This design comes from an exercise in tuning for small area on the open sky130 flow, not from production work. Where RTL was checked, it was by simulation tests only, not by an equivalence proof against the original. Function not checked in run 4: the RTL went through the layout flow alone. Power and IR drop assume default switching activity.

--- flow/config.mk ---
export PLATFORM = sky130hd
export DESIGN_NAME = nmr_pulseprog_top
export DESIGN_NICKNAME = nmr_pulseprog_top
export VERILOG_FILES = /design/flow/design.v
export SDC_FILE = /design/flow/constraint.sdc
export NUM_CORES = 4
export LEC_CHECK = 0
export CAP_MARGIN = 20
export CORE_MARGIN = 2
export CORE_UTILIZATION = 40
export CTS_BUF_LIST = sky130_fd_sc_hd__clkbuf_4 sky130_fd_sc_hd__clkbuf_8
export CTS_CLUSTER_SIZE = 30
export PLACE_DENSITY = 0.6
export SLEW_MARGIN = 20
--- flow/constraint.sdc ---
create_clock -name core_clock -period 10.0 [get_ports {pulseprog_clk}]
set_input_delay 2.0000 -clock core_clock [delete_from_list [all_inputs] [get_ports {pulseprog_clk}]]
set_output_delay 2.0000 -clock core_clock [all_outputs]
set_load 0.01 [all_outputs]
--- flow/design.v ---
package nmr_seq_pkg;
	typedef logic [31:0] cycle_cnt_t;	 
	typedef logic [15:0] echo_cnt_t;	 
	typedef struct packed {
		cycle_cnt_t	pulse90;			 
		cycle_cnt_t	delay_nosig;		 
		cycle_cnt_t	pulse180;			 
		cycle_cnt_t	delay_sig;			 
		cycle_cnt_t	rx_delay;			 
		cycle_cnt_t	samples_per_echo;	 
		echo_cnt_t	echoes;				 
		logic		phase_cycle;		 
		logic [14:0]	spare;			 
	} seq_param_t;
	typedef enum logic [2:0] {
		IDLE		= 3'b000,	 
		P90			= 3'b001,	 
		DLY_NOSIG	= 3'b010,	 
		P180		= 3'b101,	 
		DLY_SIG		= 3'b110	 
	} seq_state_t;
endpackage
package nmr_acq_pkg;
	typedef logic [13:0]		adc_word_t;	 
	typedef logic signed [14:0]	iq_word_t;	 
	typedef logic signed [23:0]	acc_t;		 
	typedef logic [7:0]			dec_fact_t;	 
	typedef struct packed {
		iq_word_t	dc_sub;		 
		dec_fact_t	dec_fact;	 
	} acq_param_t;
	typedef struct packed {
		acc_t	i_sum;
		acc_t	q_sum;
	} iq_sample_t;
endpackage
module param_loader
(
	input	logic						pulseprog_clk,
	input	logic						arst_n,
	input	logic						param_req,
	output	logic						param_ack,
	input	nmr_seq_pkg::seq_param_t	seq_param,
	input	nmr_acq_pkg::acq_param_t	acq_param,
	input	logic						busy_in,	 
	output	logic						load,		 
	output	logic						run_start,	 
	output	logic [31:0]				delay_nosig,
	output	logic [31:0]				pulse180,
	output	logic [31:0]				delay_sig,
	output	logic [31:0]				rx_delay,
	output	logic [31:0]				samples,
	output	logic						phase_cycle,
	output	nmr_acq_pkg::iq_word_t		dc_sub,
	output	nmr_acq_pkg::dec_fact_t		dec_fact
);
	assign load = param_req && !param_ack && !busy_in && !run_start;
	always_ff @(posedge pulseprog_clk or negedge arst_n)
	begin
		if (!arst_n)
		begin
			param_ack <= 1'b0;
			run_start <= 1'b0;
		end
		else
		begin
			run_start <= 1'b0;
			if (load)
				param_ack <= 1'b1;
			else if (param_ack && !param_req)
			begin
				param_ack <= 1'b0;
				run_start <= 1'b1;
			end
		end
	end
	always_ff @(posedge pulseprog_clk)
	begin
		if (load)
		begin
			delay_nosig <= seq_param.delay_nosig;
			pulse180    <= seq_param.pulse180;
			delay_sig   <= seq_param.delay_sig;
			rx_delay    <= seq_param.rx_delay;
			samples     <= seq_param.samples_per_echo;
			phase_cycle <= seq_param.phase_cycle;
			dc_sub      <= acq_param.dc_sub;
			dec_fact    <= acq_param.dec_fact;
		end
	end
endmodule
module cpmg_sequencer
(
	input	logic						pulseprog_clk,
	input	logic						arst_n,
	input	logic						load,			 
	input	logic [31:0]				pulse90_in,		 
	input	logic [15:0]				echoes_in,
	input	logic						run_start,
	input	logic [31:0]				delay_nosig,
	input	logic [31:0]				pulse180,
	input	logic [31:0]				delay_sig,
	input	logic [31:0]				rx_delay,
	input	logic [31:0]				samples,
	output	logic						tx_gate,
	output	logic						rx_en,
	output	logic						busy,
	output	logic						sample_strobe,	 
	output	logic						win_first,		 
	output	logic						pair_valid,		 
	output	logic						pair_first		 
);
	nmr_seq_pkg::seq_state_t	state;
	logic [31:0]	v;
	logic [15:0]	e;			 
	logic			in_p90, in_p180, in_sig;
	logic			done;
	logic			last_echo;
	logic [31:0]	reload;
	assign in_p90  = (state == nmr_seq_pkg::P90);
	assign in_p180 = (state == nmr_seq_pkg::P180);
	assign in_sig  = (state == nmr_seq_pkg::DLY_SIG);
	assign done      = in_sig ? (v == delay_sig) : (&v);
	assign last_echo = (e == 16'hfffe);
	assign reload = in_p90  ? ~delay_nosig :
	                in_p180 ? 32'd0 : ~pulse180;
	always_ff @(posedge pulseprog_clk)
	begin
		if (load)
		begin
			v <= ~pulse90_in;
			e <= ~echoes_in;
		end
		else
		begin
			v <= ((busy && done) ? reload : v) + {31'd0, busy || run_start};
			e <= e + {15'd0, in_sig && done};
		end
	end
	always_ff @(posedge pulseprog_clk or negedge arst_n)
	begin
		if (!arst_n)
			state <= nmr_seq_pkg::IDLE;
		else if (state == nmr_seq_pkg::IDLE)
		begin
			if (run_start)
				state <= nmr_seq_pkg::P90;
		end
		else if (done)
		begin
			unique case (state)
				nmr_seq_pkg::P90:		state <= nmr_seq_pkg::DLY_NOSIG;
				nmr_seq_pkg::DLY_NOSIG:	state <= nmr_seq_pkg::P180;
				nmr_seq_pkg::P180:		state <= nmr_seq_pkg::DLY_SIG;
				default:				state <= last_echo ? nmr_seq_pkg::IDLE : nmr_seq_pkg::P180;
			endcase
		end
	end
	assign tx_gate = in_p90 || in_p180;
	assign rx_en   = in_sig;
	assign busy    = (state != nmr_seq_pkg::IDLE);
	logic [32:0]	d;			 
	logic			window;
	assign d      = {1'b0, v} + {1'b0, ~rx_delay};
	assign window = in_sig && d[32] && (d[31:0] < samples);
	logic [6:0]	win_sr;
	always_ff @(posedge pulseprog_clk or negedge arst_n)
	begin
		if (!arst_n)
			win_sr <= '0;
		else
			win_sr <= {win_sr[5:0], window};
	end
	assign sample_strobe = win_sr[4];
	assign win_first     = win_sr[4] && !win_sr[5];
	assign pair_valid    = win_sr[5];
	assign pair_first    = win_sr[5] && !win_sr[6];
endmodule
module iq_demod
(
	input	logic						pulseprog_clk,
	input	logic						arst_n,
	input	logic						sample_strobe,
	input	logic						win_first,		 
	input	nmr_acq_pkg::adc_word_t		adc_data,
	input	nmr_acq_pkg::iq_word_t		dc_sub,
	input	logic						phase_cycle,	 
	output	nmr_acq_pkg::iq_word_t		mag,			 
	output	logic						odd				 
);
	nmr_acq_pkg::iq_word_t	s;
	logic [1:0]				phase_k;
	logic [1:0]				k_cur;
	logic					neg;
	assign s     = $signed({1'b0, adc_data}) - dc_sub;
	assign k_cur = win_first ? 2'd0 : phase_k;
	assign neg   = k_cur[1] ^ phase_cycle;
	always_ff @(posedge pulseprog_clk or negedge arst_n)
	begin
		if (!arst_n)
			phase_k <= '0;
		else if (sample_strobe)
			phase_k <= k_cur + 2'd1;
	end
	always_ff @(posedge pulseprog_clk)
	begin
		mag <= neg ? -s : s;
		odd <= k_cur[0];
	end
endmodule
module iq_decimator
(
	input	logic						pulseprog_clk,
	input	logic						arst_n,
	input	nmr_acq_pkg::iq_word_t		mag,
	input	logic						odd,
	input	logic						pair_valid,
	input	logic						pair_first,	 
	input	nmr_acq_pkg::dec_fact_t		dec_fact,
	input	logic						run_start,	 
	output	logic						out_req,
	input	logic						out_ack,
	output	nmr_acq_pkg::iq_sample_t	out_data,
	output	logic						overrun
);
	nmr_acq_pkg::acc_t		acc_i, acc_q;
	nmr_acq_pkg::acc_t		add_i, add_q;
	nmr_acq_pkg::acc_t		nxt_i, nxt_q;
	nmr_acq_pkg::dec_fact_t	grp_cnt;
	nmr_acq_pkg::dec_fact_t	nxt_cnt;
	logic					grp_done;
	logic					pending;
	assign add_i    = (pair_valid && !odd) ? nmr_acq_pkg::acc_t'(mag) : '0;
	assign add_q    = (pair_valid &&  odd) ? nmr_acq_pkg::acc_t'(mag) : '0;
	assign nxt_i    = (pair_first ? nmr_acq_pkg::acc_t'(0) : acc_i) + add_i;
	assign nxt_q    = (pair_first ? nmr_acq_pkg::acc_t'(0) : acc_q) + add_q;
	assign nxt_cnt  = (pair_first ? 8'd0 : grp_cnt) + {7'd0, pair_valid};
	assign grp_done = pair_valid && (nxt_cnt == dec_fact);
	assign pending  = out_req || out_ack;
	always_ff @(posedge pulseprog_clk or negedge arst_n)
	begin
		if (!arst_n)
			grp_cnt <= '0;
		else if (run_start || grp_done)
			grp_cnt <= '0;
		else
			grp_cnt <= nxt_cnt;
	end
	always_ff @(posedge pulseprog_clk)
	begin
		acc_i <= grp_done ? nmr_acq_pkg::acc_t'(0) : nxt_i;
		acc_q <= grp_done ? nmr_acq_pkg::acc_t'(0) : nxt_q;
	end
	always_ff @(posedge pulseprog_clk or negedge arst_n)
	begin
		if (!arst_n)
		begin
			out_req <= 1'b0;
			overrun <= 1'b0;
		end
		else
		begin
			if (run_start)
				overrun <= 1'b0;
			if (grp_done && pending)
				overrun <= 1'b1;
			if (grp_done && !pending)
				out_req <= 1'b1;
			else if (out_req && out_ack)
				out_req <= 1'b0;
		end
	end
	always_ff @(posedge pulseprog_clk)
	begin
		if (grp_done && !pending)
		begin
			out_data.i_sum <= nxt_i;
			out_data.q_sum <= nxt_q;
		end
	end
endmodule
module nmr_pulseprog_top
(
	input	logic						pulseprog_clk,
	input	logic						arst_n,
	input	logic						param_req,
	output	logic						param_ack,
	input	nmr_seq_pkg::seq_param_t	seq_param,
	input	nmr_acq_pkg::acq_param_t	acq_param,
	input	nmr_acq_pkg::adc_word_t		adc_data,
	output	logic						tx_gate,
	output	logic						rx_en,
	output	logic						busy,
	output	logic						out_req,
	input	logic						out_ack,
	output	nmr_acq_pkg::iq_sample_t	out_data,
	output	logic						overrun
);
	logic						load;
	logic						run_start;
	logic [31:0]				delay_nosig, pulse180, delay_sig, rx_delay, samples;
	logic						phase_cycle;
	nmr_acq_pkg::iq_word_t		dc_sub;
	nmr_acq_pkg::dec_fact_t		dec_fact;
	logic						sample_strobe, win_first, pair_valid, pair_first;
	nmr_acq_pkg::iq_word_t		mag;
	logic						odd;
	param_loader u_param_loader
	(
		.pulseprog_clk	(pulseprog_clk),
		.arst_n			(arst_n),
		.param_req		(param_req),
		.param_ack		(param_ack),
		.seq_param		(seq_param),
		.acq_param		(acq_param),
		.busy_in		(busy),
		.load			(load),
		.run_start		(run_start),
		.delay_nosig	(delay_nosig),
		.pulse180		(pulse180),
		.delay_sig		(delay_sig),
		.rx_delay		(rx_delay),
		.samples		(samples),
		.phase_cycle	(phase_cycle),
		.dc_sub			(dc_sub),
		.dec_fact		(dec_fact)
	);
	cpmg_sequencer u_cpmg_sequencer
	(
		.pulseprog_clk	(pulseprog_clk),
		.arst_n			(arst_n),
		.load			(load),
		.pulse90_in		(seq_param.pulse90),
		.echoes_in		(seq_param.echoes),
		.run_start		(run_start),
		.delay_nosig	(delay_nosig),
		.pulse180		(pulse180),
		.delay_sig		(delay_sig),
		.rx_delay		(rx_delay),
		.samples		(samples),
		.tx_gate		(tx_gate),
		.rx_en			(rx_en),
		.busy			(busy),
		.sample_strobe	(sample_strobe),
		.win_first		(win_first),
		.pair_valid		(pair_valid),
		.pair_first		(pair_first)
	);
	iq_demod u_iq_demod
	(
		.pulseprog_clk	(pulseprog_clk),
		.arst_n			(arst_n),
		.sample_strobe	(sample_strobe),
		.win_first		(win_first),
		.adc_data		(adc_data),
		.dc_sub			(dc_sub),
		.phase_cycle	(phase_cycle),
		.mag			(mag),
		.odd			(odd)
	);
	iq_decimator u_iq_decimator
	(
		.pulseprog_clk	(pulseprog_clk),
		.arst_n			(arst_n),
		.mag			(mag),
		.odd			(odd),
		.pair_valid		(pair_valid),
		.pair_first		(pair_first),
		.dec_fact		(dec_fact),
		.run_start		(run_start),
		.out_req		(out_req),
		.out_ack		(out_ack),
		.out_data		(out_data),
		.overrun		(overrun)
	);
endmodule
--- flow/run.sh ---
#!/bin/bash
# synth_recipe.tcl (not shown) runs the flow's synth.tcl, then flattens the netlist and writes it again
# the make line also repeats each setting of config.mk as NAME=value (left out here)
make -C /OpenROAD-flow-scripts/flow DESIGN_CONFIG=/design/flow/config.mk WORK_HOME=/design/flow/orfs CLKGATE_MAP_FILE= SYNTH_SCRIPT=/design/flow/synth_recipe.tcl finish
==> impl_metrics.xml, run 1 <==
<?xml version="1.0" encoding="UTF-8"?>
<metrics>
  <group name="outcome">
    <metric name="status" unit="">no timing/DRC/antenna violations</metric>
  </group>
  <group name="critical_path">
    <metric name="data_required_time_of_the_critical_path" unit="ps">10510</metric>
    <metric name="path_class" unit="">flip-flop to flip-flop</metric>
    <metric name="critPathTopFamily" unit="">simple AND/OR/NAND/NOR gates</metric>
    <metric name="rr_worst_depth" unit="">17</metric>
    <metric name="critical_path_peak_fanout" unit="">19</metric>
    <metric name="critPathLaunchType" unit="">flip-flop</metric>
    <metric name="max_stage_delay" unit="ps">640</metric>
    <metric name="timing.critical_path.to_type" unit="">flip-flop</metric>
    <metric name="cp_max_stage_cell" unit="">dfrtp_1</metric>
    <metric name="crit_cells" unit="">17</metric>
    <metric name="series_of_cell_instances_along_the_critical_path" unit="">nand2b_4 &gt; or2_4 &gt; clkinv_2 &gt; nor4_1 &gt; nand4_1 &gt; o31a_1 &gt; nor2_4 &gt; o21ai_0 &gt; nand2_1 &gt; ha_1 &gt; ha_1 &gt; nand2_1 &gt; nor4_1 &gt; mux2i_1 &gt; nor4_4 &gt; a31oi_1 &gt; o31a_1</metric>
    <metric name="crit_arrival" unit="ps">6190</metric>
    <metric name="critical_path.n_buffers_inverters" unit="">1</metric>
  </group>
  <group name="clocking">
    <metric name="post_cts_buffers" unit="">0</metric>
    <metric name="max-clock-path-buffers" unit="">3</metric>
    <metric name="clockRootBuffer" unit="">clkbuf_8</metric>
    <metric name="cts-buffers-inserted" unit="">67</metric>
    <metric name="tritoncts" unit="">built</metric>
    <metric name="postCtsResizedCells" unit="">0</metric>
    <metric name="h-tree-depth" unit="">3</metric>
    <metric name="worst_setup_hold_path_clk_slew" unit="ps">60</metric>
    <metric name="numClockSinks" unit="">368</metric>
    <metric name="postCtsHoldBufs" unit="">0</metric>
    <metric name="skew_pair_late_insertion_delay" unit="ps">650</metric>
  </group>
  <group name="floorplanning">
    <metric name="dieHeight" unit="um">228</metric>
    <metric name="design.die.area" unit="um^2">52000</metric>
    <metric name="io_pins" unit="">319</metric>
    <metric name="coreArea" unit="um^2">49900</metric>
    <metric name="dieWidth" unit="um">228</metric>
    <metric name="starting_utilization_of_the_core_area" unit="%">40.2</metric>
    <metric name="num_rows" unit="">82</metric>
  </group>
  <group name="sta">
    <metric name="setup_viol" unit="">0</metric>
    <metric name="fin_hold_ws" unit="ps">348</metric>
    <metric name="finalWorstPathRequiredPeriod" unit="ps">5680</metric>
    <metric name="timing_worst_slew_pin_value" unit="ps">1080</metric>
    <metric name="finalSetupTns" unit="ps">0</metric>
    <metric name="clock_skew" unit="ps">33.1</metric>
    <metric name="timing.final.hold_violations" unit="">0</metric>
    <metric name="rsz0062_at_grt" unit="">no</metric>
    <metric name="finalWorstSetupSlack" unit="ps">4320</metric>
    <metric name="slew_viol_final" unit="">0</metric>
    <metric name="final_min_period_over_clock_period" unit="%">56.8</metric>
    <metric name="achievable-frequency" unit="MHz">176</metric>
    <metric name="max-slew-margin-rel" unit="%">27.0</metric>
  </group>
  <group name="yosys">
    <metric name="avgSynthCellArea" unit="um^2">10.5</metric>
    <metric name="synth_flop_cell" unit="">edfxtp_1</metric>
    <metric name="synth_seq_cells" unit="">368</metric>
    <metric name="post_synth_instance_area" unit="um^2">20100</metric>
    <metric name="part_of_the_yosys_area_used_for_sequential_elements" unit="%">48.9</metric>
    <metric name="synth_edf_count" unit="">232</metric>
    <metric name="synth_async_sr_flop_share" unit="%">6.52</metric>
    <metric name="yosys.cell_types.count" unit="">81</metric>
    <metric name="yosys_warnings" unit="">4</metric>
    <metric name="fraction_of_the_mapped_netlist_area_in_simple_logic_gates" unit="%">16.2</metric>
    <metric name="xor_xnor_share_of_the_synthesized_area" unit="%">7.99</metric>
    <metric name="post_synth_fa_ha_maj_area_fraction" unit="%">8.51</metric>
    <metric name="synth_top_family_by_area" unit="">simple AND/OR/NAND/NOR gates</metric>
    <metric name="synth_compound_area_share" unit="%">12.7</metric>
    <metric name="syn_nets" unit="">2310</metric>
    <metric name="synth.mux.area_fraction" unit="%">2.21</metric>
    <metric name="post_synth_inst_count" unit="">1911</metric>
  </group>
  <group name="hold_path">
    <metric name="worstHoldPathCells" unit="">0</metric>
    <metric name="timing.hold.worst.class" unit="">flip-flop to flip-flop</metric>
  </group>
  <group name="placement">
    <metric name="place_area" unit="um^2">23800</metric>
    <metric name="gp_routability_congestion" unit="">0.887</metric>
    <metric name="numPortBuffers" unit="">303</metric>
    <metric name="place_hpwl" unit="um">41000</metric>
    <metric name="post-place-ws" unit="ps">4360</metric>
    <metric name="dp.cells" unit="">2844</metric>
  </group>
  <group name="route">
    <metric name="post-route-drc-count" unit="">0</metric>
    <metric name="routed_via_density" unit="">5.22</metric>
    <metric name="route.vias.total" unit="">15500</metric>
    <metric name="wire_per_inst" unit="um">18.1</metric>
    <metric name="final_antenna_net_count" unit="">0</metric>
    <metric name="wirelength" unit="um">53900</metric>
    <metric name="drt_pre_antenna_iters" unit="">5</metric>
    <metric name="drt-initial-drc-count" unit="">868</metric>
  </group>
  <group name="grt">
    <metric name="global_route.usage.total" unit="%">20.5</metric>
    <metric name="grt_max_degree" unit="">131</metric>
    <metric name="grt_antenna_before_repair" unit="">6</metric>
    <metric name="global_route_wire_length_before_repair" unit="um">83200</metric>
    <metric name="global_route_congestion_overflow_total" unit="">0</metric>
    <metric name="grt_pass1_vias" unit="">15400</metric>
  </group>
  <group name="final_layout">
    <metric name="layout.nets" unit="">2640</metric>
    <metric name="stdcell_area" unit="um^2">25200</metric>
    <metric name="areaGrowthSynthToFinish" unit="%">25.9</metric>
    <metric name="final_cells" unit="">2969</metric>
    <metric name="final_layout_size_suffix_gt1_share" unit="%">6.94</metric>
    <metric name="final_layout_fill_cell_count" unit="">4562</metric>
    <metric name="regArea" unit="um^2">9810</metric>
    <metric name="multi_input_comb_area" unit="um^2">9560</metric>
  </group>
  <group name="power">
    <metric name="seqPwrFrac" unit="%">39.7</metric>
    <metric name="power.switching" unit="mW">1.68</metric>
    <metric name="power-per-cell-area" unit="nW/um^2">200</metric>
    <metric name="switching_share_of_total_power" unit="%">33.4</metric>
    <metric name="clock_power_share" unit="%">29.7</metric>
    <metric name="internal_power" unit="mW">3.36</metric>
    <metric name="total_leakage_power" unit="nW">10.3</metric>
    <metric name="comb_power_share" unit="%">30.5</metric>
    <metric name="peak_ir_drop_on_the_vdd_network" unit="V">0.000105</metric>
  </group>
  <group name="flow_run">
    <metric name="timing.max_cap.violations" unit="">0</metric>
  </group>
</metrics>
==> per-stage QoR <==
stage	utilization (%)	power [mW]
2_1_floorplan	-	3.06
3_3_place_gp	47.8	3.53
3_5_place_dp	47.8	3.56
4_1_cts	50.6	5.10
5_1_grt	50.6	5.37
6_report	50.6	5.04
==> Yosys cell counts (all sizes together) (7+ instances only) <==
library cell    n  area share [%]
nor3           39             1.0
a31oi           7            0.22
xor2           53             2.3
clkbuf         40            0.75
a211oi          9            0.34
and2           70             2.2
buf            12            0.30
and4            8            0.35
o31a           13            0.57
nand4          30            0.94
xnor2         130             5.7
nor2b          53             1.7
dfxtp         112              11
dfrtp          24             3.0
nor2          105             2.0
nand3          56             1.4
nand2b         17            0.57
nand2         117             2.2
o31ai           8            0.37
or4b            9            0.45
or3            28            0.87
mux2i          33             1.6
edfxtp        232              35
ha            130             8.1
o211ai         10            0.37
mux2           10            0.56
and3           22            0.69
o21bai         11            0.41
a21oi         107             2.7
o21a           21            0.79
o22ai           7            0.22
a21o           44             1.6
o21ai         104             2.6
inv           131             2.5
nor4           24            0.85
==> sequential cells by signal (all words and copies together) (netlist names), 16 cells and up <==
| name | count |
|---|---|
| u_param_loader.delay_sig | 32 |
| u_iq_decimator.acc_q | 24 |
| u_cpmg_sequencer.v | 32 |
| u_param_loader.rx_delay | 32 |
| u_param_loader.delay_nosig | 32 |
| u_cpmg_sequencer.e | 16 |
| u_iq_decimator.out_data | 48 |
| u_iq_decimator.acc_i | 24 |
| u_param_loader.pulse180 | 32 |
| u_param_loader.samples | 32 |
==> cell families after synthesis <==
| kind of cell | Yosys count |
|---|---|
| adders and majority gates | 134 |
| and+or+nand+nor | 604 |
| muxes | 43 |
| DFF | 368 |
| AOI/OAI and AO/OA | 395 |
| xor gates and xnor gates | 183 |
| buffers and inverters | 184 |
==> cell type report <==
cell class	instances	share of cell area (%)
diodes	5	0.0496
clock buffers	97	4.87
clock inverters	23	0.729
inverters	132	2.00
multi-input cells	1359	37.9
flip-flops and latches	368	38.9
well taps	672	3.33
repair buffers	313	12.3
==> cells in the final DEF, fill, tap and decap left out, types with 30 or more instances in the layout <==
master,instances
clkdlybuf4s50_1,303
edfxtp_1,232
xnor2_1,130
ha_1,130
inv_1,129
nand2_1,116
dfxtp_1,112
a21oi_1,106
nor2_1,104
o21ai_0,102
clkbuf_8,80
and2_1,70
nand3_1,56
nor2b_1,53
xor2_1,53
a21o_1,44
nor3_1,37
mux2i_1,33
nand4_1,30
==> path summary, 6_finish.rpt <==
check,from,endpoint,slack [ps]
hold / removal,u_cpmg_sequencer.win_sr[2]$_DFF_PN0_,u_cpmg_sequencer.win_sr[3]$_DFF_PN0_,350
setup / recovery,u_cpmg_sequencer.state[0]$_DFFE_PN0P_,u_cpmg_sequencer.v[28]$_DFF_P_,4320
setup reg to reg,u_cpmg_sequencer.state[0]$_DFFE_PN0P_,u_cpmg_sequencer.v[28]$_DFF_P_,4320
min in group asynchronous,arst_n,u_cpmg_sequencer.win_sr[0]$_DFF_PN0_,1750
max in group asynchronous,arst_n,u_iq_decimator.grp_cnt[2]$_DFF_PN0_,7980
hold reg to reg,u_cpmg_sequencer.win_sr[2]$_DFF_PN0_,u_cpmg_sequencer.win_sr[3]$_DFF_PN0_,350
==> layer usage <==
| metal | global-route usage [%] | wire length (um) |
|---|---|---|
| met4 | 8.58 | 1640 |
| met5 | 0 | 13 |
| met1 | 25.1 | 22700 |
| met3 | 4.39 | 2950 |
| met2 | 35.1 | 26500 |
==> power by group through the flow <==
stage               clock [mW]  combinational (mW)  sequential, mW
global placement             0                1.49            2.03
detailed placement           0                1.53            2.04
floorplan                    0                1.13            1.94
CTS                       1.55                1.54            2.01
finish                    1.50                1.54            2.00
global route              1.62                1.73            2.02
==> run 2, diff against run 1 <==
--- a/flow/config.mk
+++ b/flow/config.mk
@@ -8,7 +8,5 @@
 export CAP_MARGIN = 20
 export CORE_MARGIN = 2
 export CORE_UTILIZATION = 40
-export CTS_BUF_LIST = sky130_fd_sc_hd__clkbuf_4 sky130_fd_sc_hd__clkbuf_8
-export CTS_CLUSTER_SIZE = 30
 export PLACE_DENSITY = 0.6
 export SLEW_MARGIN = 20
==> impl_metrics.xml, run 2 <==
<?xml version="1.0" encoding="UTF-8"?>
<metrics>
  <group name="outcome">
    <metric name="status" unit="">no timing/DRC/antenna violations</metric>
  </group>
  <group name="placement">
    <metric name="post-place-ws" unit="ps">4360</metric>
    <metric name="place_hpwl" unit="um">41000</metric>
    <metric name="gp_routability_congestion" unit="">0.887</metric>
    <metric name="place_area" unit="um^2">23800</metric>
    <metric name="dp.cells" unit="">2844</metric>
    <metric name="numPortBuffers" unit="">303</metric>
  </group>
  <group name="clocking">
    <metric name="worst_setup_hold_path_clk_slew" unit="ps">60</metric>
    <metric name="h-tree-depth" unit="">2</metric>
    <metric name="postCtsResizedCells" unit="">0</metric>
    <metric name="skew_pair_late_insertion_delay" unit="ps">580</metric>
    <metric name="post_cts_buffers" unit="">0</metric>
    <metric name="cts-buffers-inserted" unit="">42</metric>
    <metric name="max-clock-path-buffers" unit="">3</metric>
    <metric name="tritoncts" unit="">built</metric>
    <metric name="numClockSinks" unit="">368</metric>
    <metric name="clockRootBuffer" unit="">clkbuf_16</metric>
    <metric name="postCtsHoldBufs" unit="">0</metric>
  </group>
  <group name="final_layout">
    <metric name="final_cells" unit="">2926</metric>
    <metric name="final_layout_fill_cell_count" unit="">4521</metric>
    <metric name="layout.nets" unit="">2615</metric>
    <metric name="largest_register" unit="">u_iq_decimator.out_data</metric>
    <metric name="most-common-layout-cells" unit="">clkdlybuf4s50_1, edfxtp_1, xnor2_1, ha_1, inv_1</metric>
    <metric name="stdcell_area" unit="um^2">25300</metric>
    <metric name="layout.cells.most_common" unit="">clkdlybuf4s50_1</metric>
    <metric name="largest_register_ff_count" unit="">48</metric>
    <metric name="areaGrowthSynthToFinish" unit="%">26.1</metric>
    <metric name="final_layout_size_suffix_gt1_share" unit="%">5.20</metric>
  </group>
  <group name="yosys">
    <metric name="synth_top_cell_by_area" unit="">edfxtp_1</metric>
    <metric name="syn_nets" unit="">2310</metric>
    <metric name="avgSynthCellArea" unit="um^2">10.5</metric>
    <metric name="yosys_warnings" unit="">4</metric>
    <metric name="synth_seq_cells" unit="">368</metric>
    <metric name="synth_flop_cell" unit="">edfxtp_1</metric>
    <metric name="post_synth_instance_area" unit="um^2">20100</metric>
    <metric name="synth.top_cells.by_count" unit="">edfxtp_1, ha_1, inv_1, xnor2_1, nand2_1</metric>
    <metric name="synth_async_sr_flop_share" unit="%">6.52</metric>
    <metric name="synthDominantCellAreaShare" unit="%">34.7</metric>
    <metric name="synthTopCellsByArea" unit="">edfxtp_1, dfxtp_1, ha_1</metric>
    <metric name="yosys.cell_types.count" unit="">81</metric>
    <metric name="post_synth_inst_count" unit="">1911</metric>
    <metric name="most_repeated_cell_in_the_gate_level_netlist_after_synthesis" unit="">edfxtp_1</metric>
    <metric name="part_of_the_yosys_area_used_for_sequential_elements" unit="%">48.9</metric>
    <metric name="synth_edf_count" unit="">232</metric>
  </group>
  <group name="critical_path">
    <metric name="max_stage_delay" unit="ps">650</metric>
    <metric name="data_required_time_of_the_critical_path" unit="ps">10470</metric>
    <metric name="cp_max_stage_cell" unit="">dfrtp_1</metric>
    <metric name="crit_arrival" unit="ps">6200</metric>
    <metric name="timing.rr.start" unit="">u_cpmg_sequencer.state[0]$_DFFE_PN0P_</metric>
    <metric name="series_of_cell_instances_along_the_critical_path" unit="">nand2b_4 &gt; or2_4 &gt; clkinv_2 &gt; nor4_1 &gt; nand4_1 &gt; o31a_1 &gt; nor2_4 &gt; o21ai_0 &gt; nand2_1 &gt; ha_1 &gt; ha_1 &gt; nand2_1 &gt; nor4_1 &gt; mux2i_1 &gt; nor4_4 &gt; a31oi_1 &gt; o31a_1</metric>
    <metric name="rr_worst_depth" unit="">17</metric>
    <metric name="reg2reg_to" unit="">u_cpmg_sequencer.v[28]$_DFF_P_</metric>
    <metric name="critPathLaunchType" unit="">flip-flop</metric>
    <metric name="path_class" unit="">flip-flop to flip-flop</metric>
    <metric name="critical_path_peak_fanout" unit="">19</metric>
    <metric name="critPathTopFamily" unit="">simple AND/OR/NAND/NOR gates</metric>
    <metric name="timing.critical_path.to_type" unit="">flip-flop</metric>
    <metric name="critical_path.n_buffers_inverters" unit="">1</metric>
    <metric name="reg_to_reg_setup_timing_slack" unit="ps">4260</metric>
  </group>
  <group name="route">
    <metric name="post-route-drc-count" unit="">0</metric>
    <metric name="drt-initial-drc-count" unit="">890</metric>
    <metric name="routed_via_density" unit="">5.23</metric>
    <metric name="route.vias.total" unit="">15300</metric>
    <metric name="wirelength" unit="um">53200</metric>
    <metric name="drt_pre_antenna_iters" unit="">5</metric>
    <metric name="wire_per_inst" unit="um">18.2</metric>
    <metric name="final_antenna_net_count" unit="">0</metric>
  </group>
  <group name="floorplanning">
    <metric name="io_pins" unit="">319</metric>
    <metric name="dieWidth" unit="um">228</metric>
    <metric name="num_rows" unit="">82</metric>
    <metric name="dieHeight" unit="um">228</metric>
    <metric name="starting_utilization_of_the_core_area" unit="%">40.2</metric>
    <metric name="design.die.area" unit="um^2">52000</metric>
    <metric name="coreArea" unit="um^2">49900</metric>
  </group>
  <group name="power">
    <metric name="power-per-cell-area" unit="nW/um^2">204</metric>
    <metric name="total_leakage_power" unit="nW">10.2</metric>
    <metric name="peak_ir_drop_on_the_vdd_network" unit="V">0.000128</metric>
    <metric name="power_total" unit="mW">5.16</metric>
  </group>
  <group name="grt">
    <metric name="grt_pass1_vias" unit="">15100</metric>
    <metric name="global_route_congestion_overflow_total" unit="">0</metric>
    <metric name="global_route_wire_length_before_repair" unit="um">82400</metric>
    <metric name="global_route.usage.total" unit="%">20.2</metric>
    <metric name="grt_antenna_before_repair" unit="">5</metric>
    <metric name="grt_max_degree" unit="">131</metric>
  </group>
  <group name="sta">
    <metric name="setup_viol" unit="">0</metric>
    <metric name="clock_skew" unit="ps">32.3</metric>
    <metric name="timing_worst_slew_pin_value" unit="ps">1050</metric>
    <metric name="timing.final.hold_violations" unit="">0</metric>
    <metric name="finalSetupTns" unit="ps">0</metric>
    <metric name="final_min_period_over_clock_period" unit="%">57.4</metric>
    <metric name="achievable-frequency" unit="MHz">174</metric>
    <metric name="rsz0062_at_grt" unit="">no</metric>
    <metric name="max-slew-margin-rel" unit="%">29.0</metric>
    <metric name="finalWorstSetupSlack" unit="ps">4260</metric>
    <metric name="finalWorstPathRequiredPeriod" unit="ps">5740</metric>
    <metric name="slew_viol_final" unit="">0</metric>
  </group>
  <group name="hold_path">
    <metric name="min_delay_worst_endpoint" unit="">u_cpmg_sequencer.win_sr[1]$_DFF_PN0_</metric>
    <metric name="hold_path.startpoint" unit="">u_cpmg_sequencer.win_sr[0]$_DFF_PN0_</metric>
    <metric name="timing.hold.worst.class" unit="">flip-flop to flip-flop</metric>
    <metric name="worstHoldPathCells" unit="">0</metric>
  </group>
  <group name="flow_run">
    <metric name="timing.max_cap.violations" unit="">0</metric>
  </group>
</metrics>
[run 2: cell counts after synthesis]
No cell type changed its count.
[run 2: logic make-up after synthesis]
| logic type | count (synthesis) | share of synthesized area, % |
|---|---|---|
| buf+inv | 184 | 3.52 |
| mux | 43 | 2.21 |
| flops | 368 | 48.9 |
| fa+ha+maj | 134 | 8.51 |
| simple gates | 604 | 16.2 |
| xor+xnor | 183 | 7.99 |
| compound gates | 395 | 12.7 |
[run 2: cell type report]
class	count	area [um^2]	area share (%)
Antenna cell	5	12.5	0.0495
Timing Repair Buffer	313	3110	12.3
Multi-Input combinational cell	1359	9560	37.8
Clock inverter	23	287	1.13
Inverter	132	504	1.99
Sequential cell	368	9810	38.8
Tap cell	672	841	3.32
Clock buffer	54	1180	4.66
[run 2: power breakdown]
part	switching [mW]	internal [mW]	leakage, nW
clock	0.629	0.993	0.715
sequential	0.224	1.78	3.48
combinational	0.824	0.714	6.04
total	1.68	3.49	10.2
[run 2: per-stage QoR]
stage / hold slack (ps) / util (%)
after floorplan: 331 / -
after global placement: 333 / 47.8
after detailed placement: 335 / 47.8
after CTS: 351 / 50.7
after global routing: 352 / 50.7
final: 348 / 50.7
[run 2: worst max path at each step]
| stage | startpoint | slack, ps | to | cells past startpoint |
|---|---|---|---|---|
| after floorplan | param_req | 1910 | u_cpmg_sequencer.e[12]$_DFF_P_ | 4 |
| after global placement | u_cpmg_sequencer.state[0]$_DFFE_PN0P_ | 4340 | u_cpmg_sequencer.v[28]$_DFF_P_ | 17 |
| after detailed placement | u_cpmg_sequencer.state[0]$_DFFE_PN0P_ | 4360 | u_cpmg_sequencer.v[28]$_DFF_P_ | 17 |
| after CTS | u_cpmg_sequencer.state[0]$_DFFE_PN0P_ | 4350 | u_cpmg_sequencer.v[28]$_DFF_P_ | 17 |
| after global routing | u_cpmg_sequencer.state[0]$_DFFE_PN0P_ | 3830 | u_cpmg_sequencer.v[28]$_DFF_P_ | 17 |
| final | u_cpmg_sequencer.state[0]$_DFFE_PN0P_ | 4260 | u_cpmg_sequencer.v[28]$_DFF_P_ | 17 |
[run 2: metal layers]
layer	vias up	wire length, um	GRT usage [%]
met1	7250	22500	25.3
li1	7541	-	-
met2	427	26300	35.1
met4	0	1500	7.31
met5	-	0	0
met3	86	2890	3.39
==> run 3, diff against run 2 <==
--- a/flow/config.mk
+++ b/flow/config.mk
@@ -8,5 +8,7 @@
 export CAP_MARGIN = 20
 export CORE_MARGIN = 2
 export CORE_UTILIZATION = 40
+export CTS_BUF_LIST = sky130_fd_sc_hd__clkbuf_2 sky130_fd_sc_hd__clkbuf_4
+export CTS_CLUSTER_SIZE = 20
 export PLACE_DENSITY = 0.6
 export SLEW_MARGIN = 20
==> impl_metrics.xml, run 3 <==
<?xml version="1.0" encoding="UTF-8"?>
<metrics>
  <group name="critical_path">
    <metric name="timing.critical_path.to_type" unit="">flip-flop</metric>
    <metric name="path_class" unit="">flip-flop to flip-flop</metric>
    <metric name="critPathLaunchType" unit="">flip-flop</metric>
    <metric name="data_required_time_of_the_critical_path" unit="ps">10730</metric>
    <metric name="reg_to_reg_setup_timing_slack" unit="ps">4270</metric>
    <metric name="rr_worst_depth" unit="">17</metric>
    <metric name="timing.rr.start" unit="">u_cpmg_sequencer.state[0]$_DFFE_PN0P_</metric>
    <metric name="reg2reg_to" unit="">u_cpmg_sequencer.v[28]$_DFF_P_</metric>
    <metric name="crit_arrival" unit="ps">6460</metric>
    <metric name="critical_path_peak_fanout" unit="">19</metric>
  </group>
  <group name="floorplanning">
    <metric name="io_pins" unit="">319</metric>
    <metric name="starting_utilization_of_the_core_area" unit="%">40.2</metric>
    <metric name="dieHeight" unit="um">228</metric>
    <metric name="num_rows" unit="">82</metric>
    <metric name="coreArea" unit="um^2">49900</metric>
    <metric name="design.die.area" unit="um^2">52000</metric>
    <metric name="dieWidth" unit="um">228</metric>
  </group>
  <group name="route">
    <metric name="wl_met1" unit="um">22600</metric>
    <metric name="drt-initial-drc-count" unit="">863</metric>
    <metric name="drt_pre_antenna_iters" unit="">5</metric>
    <metric name="post-route-drc-count" unit="">0</metric>
    <metric name="routed_via_density" unit="">5.18</metric>
    <metric name="wirelength" unit="um">53900</metric>
    <metric name="route.met3.wl" unit="um">3180</metric>
    <metric name="routed.top_layer" unit="">met5</metric>
    <metric name="final_antenna_net_count" unit="">0</metric>
    <metric name="wire_per_inst" unit="um">17.8</metric>
    <metric name="route.vias.total" unit="">15700</metric>
    <metric name="route.met2.wl" unit="um">26600</metric>
  </group>
  <group name="power">
    <metric name="peak_ir_drop_on_the_vdd_network" unit="V">0.000106</metric>
    <metric name="seqPwrFrac" unit="%">40.6</metric>
    <metric name="power.switching" unit="mW">1.69</metric>
    <metric name="switching_share_of_total_power" unit="%">34.2</metric>
    <metric name="power-per-cell-area" unit="nW/um^2">196</metric>
    <metric name="clock_power_share" unit="%">28.3</metric>
    <metric name="internal_power" unit="mW">3.25</metric>
    <metric name="comb_power_share" unit="%">31.2</metric>
    <metric name="total_leakage_power" unit="nW">10.3</metric>
  </group>
  <group name="yosys">
    <metric name="syn_nets" unit="">2310</metric>
    <metric name="synth_async_sr_flop_share" unit="%">6.52</metric>
    <metric name="synth_seq_cells" unit="">368</metric>
    <metric name="synthDominantCellAreaShare" unit="%">34.7</metric>
    <metric name="synth.top_cells.by_count" unit="">edfxtp_1, ha_1, inv_1, xnor2_1, nand2_1</metric>
    <metric name="synth_top_cell_by_area" unit="">edfxtp_1</metric>
    <metric name="most_repeated_cell_in_the_gate_level_netlist_after_synthesis" unit="">edfxtp_1</metric>
    <metric name="synth_edf_count" unit="">232</metric>
    <metric name="avgSynthCellArea" unit="um^2">10.5</metric>
    <metric name="yosys_warnings" unit="">4</metric>
    <metric name="post_synth_instance_area" unit="um^2">20100</metric>
    <metric name="part_of_the_yosys_area_used_for_sequential_elements" unit="%">48.9</metric>
    <metric name="synth_flop_cell" unit="">edfxtp_1</metric>
    <metric name="synthTopCellsByArea" unit="">edfxtp_1, dfxtp_1, ha_1</metric>
    <metric name="yosys.cell_types.count" unit="">81</metric>
    <metric name="post_synth_inst_count" unit="">1911</metric>
  </group>
  <group name="clocking">
    <metric name="worst_setup_hold_path_clk_slew" unit="ps">80</metric>
    <metric name="numClockSinks" unit="">368</metric>
    <metric name="postCtsHoldBufs" unit="">0</metric>
    <metric name="max-clock-path-buffers" unit="">3</metric>
    <metric name="tritoncts" unit="">built</metric>
    <metric name="post_cts_buffers" unit="">0</metric>
    <metric name="skew_pair_late_insertion_delay" unit="ps">850</metric>
    <metric name="postCtsResizedCells" unit="">0</metric>
    <metric name="clockRootBuffer" unit="">clkbuf_4</metric>
    <metric name="h-tree-depth" unit="">3</metric>
    <metric name="cts-buffers-inserted" unit="">101</metric>
  </group>
  <group name="grt">
    <metric name="global_route_congestion_overflow_total" unit="">0</metric>
    <metric name="global_route_wire_length_before_repair" unit="um">83400</metric>
    <metric name="global_route.usage.total" unit="%">20.5</metric>
    <metric name="grt_pass1_vias" unit="">15700</metric>
    <metric name="grt_max_degree" unit="">131</metric>
    <metric name="grt_antenna_before_repair" unit="">8</metric>
  </group>
  <group name="hold_path">
    <metric name="min_delay_worst_endpoint" unit="">u_cpmg_sequencer.win_sr[4]$_DFF_PN0_</metric>
    <metric name="hold_path.startpoint" unit="">u_cpmg_sequencer.win_sr[3]$_DFF_PN0_</metric>
    <metric name="worstHoldPathCells" unit="">0</metric>
    <metric name="timing.hold.worst.class" unit="">flip-flop to flip-flop</metric>
  </group>
  <group name="final_layout">
    <metric name="stdcell_area" unit="um^2">25200</metric>
    <metric name="regArea" unit="um^2">9810</metric>
    <metric name="areaGrowthSynthToFinish" unit="%">25.6</metric>
    <metric name="largest_register" unit="">u_iq_decimator.out_data</metric>
    <metric name="most-common-layout-cells" unit="">clkdlybuf4s50_1, edfxtp_1, clkbuf_4</metric>
    <metric name="final_layout_size_suffix_gt1_share" unit="%">9.21</metric>
    <metric name="layout.nets" unit="">2674</metric>
    <metric name="final_layout_fill_cell_count" unit="">4638</metric>
    <metric name="largest_register_ff_count" unit="">48</metric>
    <metric name="multi_input_comb_area" unit="um^2">9560</metric>
    <metric name="final_util" unit="%">50.5</metric>
    <metric name="final_cells" unit="">3038</metric>
    <metric name="layout.cells.most_common" unit="">clkdlybuf4s50_1</metric>
  </group>
  <group name="sta">
    <metric name="max-slew-margin-rel" unit="%">29.5</metric>
    <metric name="slew_viol_final" unit="">0</metric>
    <metric name="timing.final.hold_violations" unit="">0</metric>
    <metric name="rsz0062_at_grt" unit="">no</metric>
    <metric name="finalSetupTns" unit="ps">0</metric>
    <metric name="clock_skew" unit="ps">53.2</metric>
    <metric name="achievable-frequency" unit="MHz">175</metric>
    <metric name="setup_viol" unit="">0</metric>
    <metric name="finalWorstPathRequiredPeriod" unit="ps">5730</metric>
    <metric name="timing_worst_slew_pin_value" unit="ps">1040</metric>
    <metric name="final_min_period_over_clock_period" unit="%">57.3</metric>
    <metric name="fin_hold_ws" unit="ps">351</metric>
  </group>
  <group name="placement">
    <metric name="gp_routability_congestion" unit="">0.887</metric>
    <metric name="dp.cells" unit="">2844</metric>
    <metric name="place_hpwl" unit="um">41000</metric>
    <metric name="place_area" unit="um^2">23800</metric>
    <metric name="numPortBuffers" unit="">303</metric>
  </group>
  <group name="flow_run">
    <metric name="timing.max_cap.violations" unit="">0</metric>
  </group>
  <group name="outcome">
    <metric name="status" unit="">no timing/DRC/antenna violations</metric>
  </group>
</metrics>
run 3: cell counts after synthesis:
No cell type changed its count.
run 3: routing by layer:
metal	up-vias	global-route usage, %
met5	-	0
met4	2	8.76
met3	108	4.89
met2	502	34.9
met1	7378	24.9
li1	7744	-
run 3: kinds of logic (layout without fill, tap and decap cells):
group                    Yosys count  in the layout  share of synthesized area (%)
AO/OA/AOI/OAI                    395            395                           12.7
adder cells (fa/ha/maj)          134            134                           8.51
XOR/XNOR                         183            183                           7.99
other                              0              9                              0
multiplexers                      43             43                           2.21
buffers and inverters            184            630                           3.52
AND/OR/NAND/NOR                  604            604                           16.2
flip-flops                       368            368                           48.9
run 3: worst max-delay path, stage by stage (launching register included):
cell	delay [ps]
dfrtp_1	670
nand2b_4	240
or2_4	180
clkinv_2	120
nor4_1	370
nand4_1	330
o31a_1	410
nor2_4	630
o21ai_0	190
nand2_1	110
ha_1	390
ha_1	430
nand2_1	90
nor4_1	240
mux2i_1	360
nor4_4	400
a31oi_1	140
o31a_1	290
run 3: final cells by class:
type                    instances  share of cell area [%]
multi-input cells            1359                    37.9
flip-flops and latches        368                    38.9
well taps                     672                    3.34
clock buffers                 154                    4.59
inverters                     132                    2.00
repair buffers                313                    12.3
clock inverters                31                   0.760
diodes                          9                  0.0894
run 3: power groups by stage:
stage | logic, mW | registers [mW] | clock network, mW
global placement | 1.49 | 2.03 | 0
global route | 1.73 | 2.02 | 1.54
CTS | 1.54 | 2.00 | 1.46
floorplan | 1.13 | 1.94 | 0
detailed placement | 1.53 | 2.04 | 0
finish | 1.54 | 2.00 | 1.39
run 3: worst max-delay path by stage:
stage | to | from
CTS | u_cpmg_sequencer.v[28]$_DFF_P_ | u_cpmg_sequencer.state[0]$_DFFE_PN0P_
detailed placement | u_cpmg_sequencer.v[28]$_DFF_P_ | u_cpmg_sequencer.state[0]$_DFFE_PN0P_
finish | u_cpmg_sequencer.v[28]$_DFF_P_ | u_cpmg_sequencer.state[0]$_DFFE_PN0P_
global placement | u_cpmg_sequencer.v[28]$_DFF_P_ | u_cpmg_sequencer.state[0]$_DFFE_PN0P_
global route | u_cpmg_sequencer.v[28]$_DFF_P_ | u_cpmg_sequencer.state[0]$_DFFE_PN0P_
floorplan | u_cpmg_sequencer.e[12]$_DFF_P_ | param_req
run 3: per-stage QoR:
step	worst slack, ps	power, mW
after floorplan	1910	3.06
after global placement	4340	3.53
after detailed placement	4360	3.56
after CTS	4340	5.00
after global routing	3810	5.29
final	4270	4.93
==> run 4, diff against run 3 <==
--- a/flow/design.v
+++ b/flow/design.v
@@ -45,7 +45,6 @@
 	input	logic						busy_in,	 
 	output	logic						load,		 
 	output	logic						run_start,	 
-	output	logic [31:0]				delay_nosig,
 	output	logic [31:0]				pulse180,
 	output	logic [31:0]				delay_sig,
 	output	logic [31:0]				rx_delay,
@@ -78,7 +77,6 @@
 	begin
 		if (load)
 		begin
-			delay_nosig <= seq_param.delay_nosig;
 			pulse180    <= seq_param.pulse180;
 			delay_sig   <= seq_param.delay_sig;
 			rx_delay    <= seq_param.rx_delay;
@@ -95,9 +93,9 @@
 	input	logic						arst_n,
 	input	logic						load,			 
 	input	logic [31:0]				pulse90_in,		 
+	input	logic [31:0]				delay_nosig_in,
 	input	logic [15:0]				echoes_in,
 	input	logic						run_start,
-	input	logic [31:0]				delay_nosig,
 	input	logic [31:0]				pulse180,
 	input	logic [31:0]				delay_sig,
 	input	logic [31:0]				rx_delay,
@@ -111,19 +109,21 @@
 	output	logic						pair_first		 
 );
 	nmr_seq_pkg::seq_state_t	state;
-	logic [31:0]	v;
+	logic [31:0]	v;			 
+	logic [31:0]	w;			 
 	logic [15:0]	e;			 
-	logic			in_p90, in_p180, in_sig;
+	logic			in_p90, in_nosig, in_p180, in_sig;
 	logic			done;
 	logic			last_echo;
 	logic [31:0]	reload;
 	assign in_p90  = (state == nmr_seq_pkg::P90);
+	assign in_nosig = (state == nmr_seq_pkg::DLY_NOSIG);
 	assign in_p180 = (state == nmr_seq_pkg::P180);
 	assign in_sig  = (state == nmr_seq_pkg::DLY_SIG);
-	assign done      = in_sig ? (v == delay_sig) : (&v);
+	assign done      = &v;
 	assign last_echo = (e == 16'hfffe);
-	assign reload = in_p90  ? ~delay_nosig :
-	                in_p180 ? 32'd0 : ~pulse180;
+	assign reload = in_p90  ? w :
+	                in_p180 ? ~delay_sig : ~pulse180;
 	always_ff @(posedge pulseprog_clk)
 	begin
 		if (load)
@@ -159,10 +159,39 @@
 	assign tx_gate = in_p90 || in_p180;
 	assign rx_en   = in_sig;
 	assign busy    = (state != nmr_seq_pkg::IDLE);
-	logic [32:0]	d;			 
-	logic			window;
-	assign d      = {1'b0, v} + {1'b0, ~rx_delay};
-	assign window = in_sig && d[32] && (d[31:0] < samples);
+	logic	w_open;		 
+	logic	w_done;		 
+	logic	w_start;
+	logic	window;
+	logic	spe_nz;
+	assign spe_nz  = |samples;
+	assign w_start = in_sig && !w_open && !w_done && (w == 32'd0) && spe_nz;
+	assign window  = w_start || (in_sig && w_open && !(&w));
+	always_ff @(posedge pulseprog_clk)
+	begin
+		w <= (load ? ~delay_nosig_in : (in_nosig || in_p180) ? ~rx_delay : w_start ? ~samples : w)
+		   + {31'd0, in_nosig || in_p180 || in_sig};
+	end
+	always_ff @(posedge pulseprog_clk or negedge arst_n)
+	begin
+		if (!arst_n)
+		begin
+			w_open <= 1'b0;
+			w_done <= 1'b0;
+		end
+		else if (!in_sig)
+		begin
+			w_open <= 1'b0;
+			w_done <= 1'b0;
+		end
+		else if (w_start)
+			w_open <= 1'b1;
+		else if (w_open && (&w))
+		begin
+			w_open <= 1'b0;
+			w_done <= 1'b1;
+		end
+	end
 	logic [6:0]	win_sr;
 	always_ff @(posedge pulseprog_clk or negedge arst_n)
 	begin
@@ -188,13 +217,15 @@
 	output	nmr_acq_pkg::iq_word_t		mag,			 
 	output	logic						odd				 
 );
-	nmr_acq_pkg::iq_word_t	s;
-	logic [1:0]				phase_k;
-	logic [1:0]				k_cur;
+	nmr_acq_pkg::iq_word_t	s;			 
+	logic [1:0]				phase_k;	 
+	logic [1:0]				k_cur;		 
 	logic					neg;
 	assign s     = $signed({1'b0, adc_data}) - dc_sub;
 	assign k_cur = win_first ? 2'd0 : phase_k;
-	assign neg   = k_cur[1] ^ phase_cycle;
+	assign neg   = k_cur[1] ^ phase_cycle;	 
+	assign mag   = neg ? -s : s;			 
+	assign odd   = k_cur[0];
 	always_ff @(posedge pulseprog_clk or negedge arst_n)
 	begin
 		if (!arst_n)
@@ -202,11 +233,6 @@
 		else if (sample_strobe)
 			phase_k <= k_cur + 2'd1;
 	end
-	always_ff @(posedge pulseprog_clk)
-	begin
-		mag <= neg ? -s : s;
-		odd <= k_cur[0];
-	end
 endmodule
 module iq_decimator
 (
@@ -214,7 +240,9 @@
 	input	logic						arst_n,
 	input	nmr_acq_pkg::iq_word_t		mag,
 	input	logic						odd,
-	input	logic						pair_valid,
+	input	logic						sample_strobe,
+	input	logic						win_first,	 
+	input	logic						pair_valid,	 
 	input	logic						pair_first,	 
 	input	nmr_acq_pkg::dec_fact_t		dec_fact,
 	input	logic						run_start,	 
@@ -224,19 +252,20 @@
 	output	logic						overrun
 );
 	nmr_acq_pkg::acc_t		acc_i, acc_q;
-	nmr_acq_pkg::acc_t		add_i, add_q;
-	nmr_acq_pkg::acc_t		nxt_i, nxt_q;
+	nmr_acq_pkg::acc_t		base_i, base_q;
+	nmr_acq_pkg::acc_t		sum;
 	nmr_acq_pkg::dec_fact_t	grp_cnt;
 	nmr_acq_pkg::dec_fact_t	nxt_cnt;
-	logic					grp_done;
+	logic					grp_done;	 
+	logic					clr;
 	logic					pending;
-	assign add_i    = (pair_valid && !odd) ? nmr_acq_pkg::acc_t'(mag) : '0;
-	assign add_q    = (pair_valid &&  odd) ? nmr_acq_pkg::acc_t'(mag) : '0;
-	assign nxt_i    = (pair_first ? nmr_acq_pkg::acc_t'(0) : acc_i) + add_i;
-	assign nxt_q    = (pair_first ? nmr_acq_pkg::acc_t'(0) : acc_q) + add_q;
 	assign nxt_cnt  = (pair_first ? 8'd0 : grp_cnt) + {7'd0, pair_valid};
 	assign grp_done = pair_valid && (nxt_cnt == dec_fact);
 	assign pending  = out_req || out_ack;
+	assign clr    = win_first || grp_done;
+	assign base_i = clr ? nmr_acq_pkg::acc_t'(0) : acc_i;
+	assign base_q = clr ? nmr_acq_pkg::acc_t'(0) : acc_q;
+	assign sum    = (odd ? base_q : base_i) + nmr_acq_pkg::acc_t'(mag);
 	always_ff @(posedge pulseprog_clk or negedge arst_n)
 	begin
 		if (!arst_n)
@@ -248,8 +277,8 @@
 	end
 	always_ff @(posedge pulseprog_clk)
 	begin
-		acc_i <= grp_done ? nmr_acq_pkg::acc_t'(0) : nxt_i;
-		acc_q <= grp_done ? nmr_acq_pkg::acc_t'(0) : nxt_q;
+		acc_i <= (sample_strobe && !odd) ? sum : base_i;
+		acc_q <= (sample_strobe &&  odd) ? sum : base_q;
 	end
 	always_ff @(posedge pulseprog_clk or negedge arst_n)
 	begin
@@ -263,7 +292,7 @@
 			if (run_start)
 				overrun <= 1'b0;
 			if (grp_done && pending)
-				overrun <= 1'b1;
+				overrun <= 1'b1;			 
 			if (grp_done && !pending)
 				out_req <= 1'b1;
 			else if (out_req && out_ack)
@@ -274,8 +303,8 @@
 	begin
 		if (grp_done && !pending)
 		begin
-			out_data.i_sum <= nxt_i;
-			out_data.q_sum <= nxt_q;
+			out_data.i_sum <= acc_i;
+			out_data.q_sum <= acc_q;
 		end
 	end
 endmodule
@@ -298,7 +327,7 @@
 );
 	logic						load;
 	logic						run_start;
-	logic [31:0]				delay_nosig, pulse180, delay_sig, rx_delay, samples;
+	logic [31:0]				pulse180, delay_sig, rx_delay, samples;
 	logic						phase_cycle;
 	nmr_acq_pkg::iq_word_t		dc_sub;
 	nmr_acq_pkg::dec_fact_t		dec_fact;
@@ -316,7 +345,6 @@
 		.busy_in		(busy),
 		.load			(load),
 		.run_start		(run_start),
-		.delay_nosig	(delay_nosig),
 		.pulse180		(pulse180),
 		.delay_sig		(delay_sig),
 		.rx_delay		(rx_delay),
@@ -331,9 +359,9 @@
 		.arst_n			(arst_n),
 		.load			(load),
 		.pulse90_in		(seq_param.pulse90),
+		.delay_nosig_in	(seq_param.delay_nosig),
 		.echoes_in		(seq_param.echoes),
 		.run_start		(run_start),
-		.delay_nosig	(delay_nosig),
 		.pulse180		(pulse180),
 		.delay_sig		(delay_sig),
 		.rx_delay		(rx_delay),
@@ -364,6 +392,8 @@
 		.arst_n			(arst_n),
 		.mag			(mag),
 		.odd			(odd),
+		.sample_strobe	(sample_strobe),
+		.win_first		(win_first),
 		.pair_valid		(pair_valid),
 		.pair_first		(pair_first),
 		.dec_fact		(dec_fact),
--- a/flow/config.mk
+++ b/flow/config.mk
@@ -8,7 +8,8 @@
 export CAP_MARGIN = 20
 export CORE_MARGIN = 2
 export CORE_UTILIZATION = 40
-export CTS_BUF_LIST = sky130_fd_sc_hd__clkbuf_2 sky130_fd_sc_hd__clkbuf_4
-export CTS_CLUSTER_SIZE = 20
+export CTS_BUF_LIST = sky130_fd_sc_hd__clkbuf_16
+export CTS_CLUSTER_DIAMETER = 100
+export CTS_CLUSTER_SIZE = 25
 export PLACE_DENSITY = 0.6
 export SLEW_MARGIN = 20
==> impl_metrics.xml, run 4 <==
<?xml version="1.0" encoding="UTF-8"?>
<metrics>
  <group name="outcome">
    <metric name="status" unit="">no timing/DRC/antenna violations</metric>
  </group>
  <group name="clocking">
    <metric name="postCtsHoldBufs" unit="">0</metric>
    <metric name="tritoncts" unit="">built</metric>
    <metric name="worst_setup_hold_path_clk_slew" unit="ps">100</metric>
    <metric name="cts-buffers-inserted" unit="">18</metric>
    <metric name="post_cts_buffers" unit="">0</metric>
    <metric name="numClockSinks" unit="">354</metric>
    <metric name="h-tree-depth" unit="">1</metric>
    <metric name="clockRootBuffer" unit="">clkbuf_16</metric>
    <metric name="skew_pair_late_insertion_delay" unit="ps">530</metric>
    <metric name="postCtsResizedCells" unit="">0</metric>
    <metric name="max-clock-path-buffers" unit="">3</metric>
  </group>
  <group name="power">
    <metric name="power.switching" unit="mW">1.05</metric>
    <metric name="power-per-cell-area" unit="nW/um^2">162</metric>
    <metric name="total_leakage_power" unit="nW">7.81</metric>
    <metric name="peak_ir_drop_on_the_vdd_network" unit="V">0.000116</metric>
    <metric name="clock_power_share" unit="%">24.6</metric>
    <metric name="internal_power" unit="mW">2.43</metric>
    <metric name="seqPwrFrac" unit="%">51.3</metric>
    <metric name="comb_power_share" unit="%">24.0</metric>
    <metric name="switching_share_of_total_power" unit="%">30.1</metric>
  </group>
  <group name="grt">
    <metric name="grt_pass1_vias" unit="">13000</metric>
    <metric name="grt_max_degree" unit="">114</metric>
    <metric name="grt_antenna_before_repair" unit="">8</metric>
    <metric name="global_route_wire_length_before_repair" unit="um">72800</metric>
    <metric name="global_route.usage.total" unit="%">21.0</metric>
    <metric name="global_route_congestion_overflow_total" unit="">0</metric>
  </group>
  <group name="yosys">
    <metric name="synthDominantCellAreaShare" unit="%">34.8</metric>
    <metric name="synth_flop_cell" unit="">edfxtp_1</metric>
    <metric name="synth.top_cells.by_count" unit="">edfxtp_1, nand2_1, dfxtp_1</metric>
    <metric name="syn_nets" unit="">1931</metric>
    <metric name="yosys_warnings" unit="">4</metric>
    <metric name="synth_seq_cells" unit="">354</metric>
    <metric name="yosys.cell_types.count" unit="">89</metric>
    <metric name="synthTopCellsByArea" unit="">edfxtp_1, dfxtp_1, dfrtp_1</metric>
    <metric name="synth_top_cell_by_area" unit="">edfxtp_1</metric>
    <metric name="post_synth_inst_count" unit="">1618</metric>
    <metric name="avgSynthCellArea" unit="um^2">10.7</metric>
    <metric name="synth_edf_count" unit="">200</metric>
    <metric name="synth_async_sr_flop_share" unit="%">7.34</metric>
    <metric name="part_of_the_yosys_area_used_for_sequential_elements" unit="%">53.4</metric>
    <metric name="post_synth_instance_area" unit="um^2">17300</metric>
    <metric name="most_repeated_cell_in_the_gate_level_netlist_after_synthesis" unit="">edfxtp_1</metric>
  </group>
  <group name="final_layout">
    <metric name="final_layout_fill_cell_count" unit="">3923</metric>
    <metric name="largest_register_ff_count" unit="">48</metric>
    <metric name="final_layout_size_suffix_gt1_share" unit="%">4.28</metric>
    <metric name="layout.nets" unit="">2194</metric>
    <metric name="layout.cells.most_common" unit="">clkdlybuf4s50_1</metric>
    <metric name="areaGrowthSynthToFinish" unit="%">23.7</metric>
    <metric name="largest_register" unit="">u_iq_decimator.out_data</metric>
    <metric name="final_cells" unit="">2479</metric>
    <metric name="stdcell_area" unit="um^2">21400</metric>
    <metric name="most-common-layout-cells" unit="">clkdlybuf4s50_1, edfxtp_1, nand2_1</metric>
  </group>
  <group name="hold_path">
    <metric name="hold_path.startpoint" unit="">u_cpmg_sequencer.win_sr[3]$_DFF_PN0_</metric>
    <metric name="timing.hold.worst.class" unit="">flip-flop to flip-flop</metric>
  </group>
  <group name="placement">
    <metric name="dp.cells" unit="">2446</metric>
    <metric name="numPortBuffers" unit="">303</metric>
    <metric name="place_area" unit="um^2">20800</metric>
    <metric name="place_hpwl" unit="um">36400</metric>
    <metric name="gp_routability_congestion" unit="">0.864</metric>
  </group>
  <group name="sta">
    <metric name="finalWorstPathRequiredPeriod" unit="ps">7400</metric>
    <metric name="max-slew-margin-rel" unit="%">37.2</metric>
    <metric name="slew_viol_final" unit="">0</metric>
    <metric name="timing_worst_slew_pin_value" unit="ps">937</metric>
    <metric name="fin_hold_ws" unit="ps">356</metric>
    <metric name="achievable-frequency" unit="MHz">135</metric>
    <metric name="finalSetupTns" unit="ps">0</metric>
    <metric name="rsz0062_at_grt" unit="">no</metric>
    <metric name="timing.final.hold_violations" unit="">0</metric>
    <metric name="clock_skew" unit="ps">15.1</metric>
    <metric name="final_min_period_over_clock_period" unit="%">74.0</metric>
    <metric name="setup_viol" unit="">0</metric>
  </group>
  <group name="floorplanning">
    <metric name="starting_utilization_of_the_core_area" unit="%">40.3</metric>
    <metric name="coreArea" unit="um^2">42900</metric>
    <metric name="dieHeight" unit="um">212</metric>
    <metric name="dieWidth" unit="um">212</metric>
    <metric name="design.die.area" unit="um^2">44900</metric>
    <metric name="io_pins" unit="">319</metric>
    <metric name="num_rows" unit="">76</metric>
  </group>
  <group name="route">
    <metric name="routed_via_density" unit="">5.41</metric>
    <metric name="drt_pre_antenna_iters" unit="">5</metric>
    <metric name="drt-initial-drc-count" unit="">748</metric>
    <metric name="final_antenna_net_count" unit="">0</metric>
    <metric name="wirelength" unit="um">48100</metric>
    <metric name="wl_met1" unit="um">20000</metric>
    <metric name="routed.top_layer" unit="">met5</metric>
    <metric name="route.met3.wl" unit="um">2610</metric>
    <metric name="wire_per_inst" unit="um">19.4</metric>
    <metric name="post-route-drc-count" unit="">0</metric>
    <metric name="route.vias.total" unit="">13400</metric>
    <metric name="route.met2.wl" unit="um">24600</metric>
  </group>
  <group name="flow_run">
    <metric name="timing.max_cap.violations" unit="">0</metric>
  </group>
  <group name="critical_path">
    <metric name="startpoint" unit="">adc_data[0]</metric>
    <metric name="data_required_time_of_the_critical_path" unit="ps">10480</metric>
    <metric name="reg2reg_to" unit="">u_iq_decimator.acc_i[23]$_DFF_P_</metric>
    <metric name="critPathLaunchType" unit="">input pin</metric>
    <metric name="path_class" unit="">input pin to flip-flop</metric>
    <metric name="timing.rr.start" unit="">u_cpmg_sequencer.win_sr[5]$_DFF_PN0_</metric>
    <metric name="critical_path_peak_fanout" unit="">6</metric>
    <metric name="crit_arrival" unit="ps">7880</metric>
    <metric name="crit_end" unit="">u_iq_decimator.acc_i[23]$_DFF_P_</metric>
    <metric name="reg_to_reg_setup_timing_slack" unit="ps">3440</metric>
    <metric name="timing.critical_path.to_type" unit="">flip-flop</metric>
    <metric name="rr_worst_depth" unit="">19</metric>
  </group>
</metrics>
## run 4: metal layers
| metal | GRT usage (%) | vias up |
|---|---|---|
| li1 | - | 6573 |
| met1 | 25.8 | 6458 |
| met2 | 38.5 | 325 |
| met3 | 3.69 | 53 |
| met4 | 4.25 | 12 |
| met5 | 0 | - |
## run 4: kinds of logic after synthesis
group / count (synthesis) / share of synthesized area, %
simple gates: 534 / 15.7
xor+xnor: 108 / 5.73
buf+inv: 125 / 3.27
compound gates: 408 / 16.0
mux: 41 / 2.38
fa+ha+maj: 48 / 3.56
flops: 354 / 53.4
## run 4: critical path: stages
cell,delay (ps)
clkdlybuf4s50_1,400
inv_1,100
ha_1,200
inv_1,60
fa_1,400
a21o_1,240
a311o_1,350
a221o_1,390
a21boi_0,170
and2_1,210
a21oi_1,190
xnor2_1,180
ha_1,340
a21o_1,180
a21o_1,160
a221oi_1,650
o31ai_1,270
a41oi_1,400
a21o_1,190
xor3_1,270
or4_1,410
nand3_1,100
## run 4: worst min path at each step
| stage | to | slack, ps | depth (start not counted) |
|---|---|---|---|
| 6_report | u_cpmg_sequencer.win_sr[4]$_DFF_PN0_ | 360 | 0 |
| 3_5_place_dp | u_cpmg_sequencer.win_sr[4]$_DFF_PN0_ | 330 | 0 |
| 4_1_cts | u_cpmg_sequencer.win_sr[4]$_DFF_PN0_ | 360 | 0 |
| 2_1_floorplan | u_cpmg_sequencer.win_sr[1]$_DFF_PN0_ | 330 | 0 |
| 5_1_grt | u_cpmg_sequencer.win_sr[2]$_DFF_PN0_ | 370 | 0 |
| 3_3_place_gp | u_cpmg_sequencer.win_sr[4]$_DFF_PN0_ | 330 | 0 |
## run 4: through the flow
step	util, %	total power [mW]	setup WS [ps]
5_1_grt	49.8	3.65	2150
3_5_place_dp	48.5	2.65	2070
3_3_place_gp	48.5	2.63	2150
2_1_floorplan	-	2.34	2030
6_report	49.8	3.47	2600
4_1_cts	49.8	3.51	2640
## run 4: final cells by class
| type | instances | area (um^2) | area share [%] |
|---|---|---|---|
| flip-flops and latches | 354 | 9220 | 43.1 |
| multi-input cells | 1139 | 7500 | 35.1 |
| repair buffers | 316 | 3130 | 14.7 |
| well taps | 585 | 732 | 3.43 |
| clock buffers | 21 | 526 | 2.46 |
| inverters | 52 | 205 | 0.960 |
| clock inverters | 11 | 48.8 | 0.228 |
| diodes | 1 | 2.50 | 0.0117 |
## run 4: power by group through the flow
stage,logic (mW),registers (mW),clock network (mW)
global placement,0.822,1.81,0
CTS,0.843,1.78,0.884
detailed placement,0.838,1.81,0
finish,0.835,1.78,0.856
floorplan,0.578,1.76,0
global route,0.929,1.79,0.934

-- separate check: timing with driven ports --
Ports are ideal in the flow. The routed layouts listed here were re-timed in OpenROAD. Step 1 (the two cells are an assumption about what drives the block):
set clk [get_ports {pulseprog_clk}]
set_driving_cell -lib_cell sky130_fd_sc_hd__clkbuf_16 $clk
set_driving_cell -lib_cell sky130_fd_sc_hd__buf_2 [delete_from_list [all_inputs] $clk]
Step 2 moves the port delays by t, midway between the first and last clock arrival at a register: inputs arrive t later, outputs are due t later. That takes back most of the time a late clock gives input paths. Slacks: ideal / step 1 / step 2; pairs: ideal / step 1.
run | t (ns) | setup slack, ns | latest minus earliest clock arrival (ns)
run 1 | 0.678 | 4.323 / 4.323 / 4.323 | 0.043 / 0.044
run 2 | 0.623 | 4.263 / 4.263 / 4.263 | 0.034 / 0.035
run 3 | 0.874 | 4.272 / 4.272 / 4.272 | 0.053 / 0.054
run 4 | 0.579 | 2.597 / 2.620 / 2.041 | 0.015 / 0.016
After both steps every run listed still meets setup and hold. The setup slack of run 4, which loses most, moves by +0.023 ns with the drivers and by -0.556 ns with both steps.
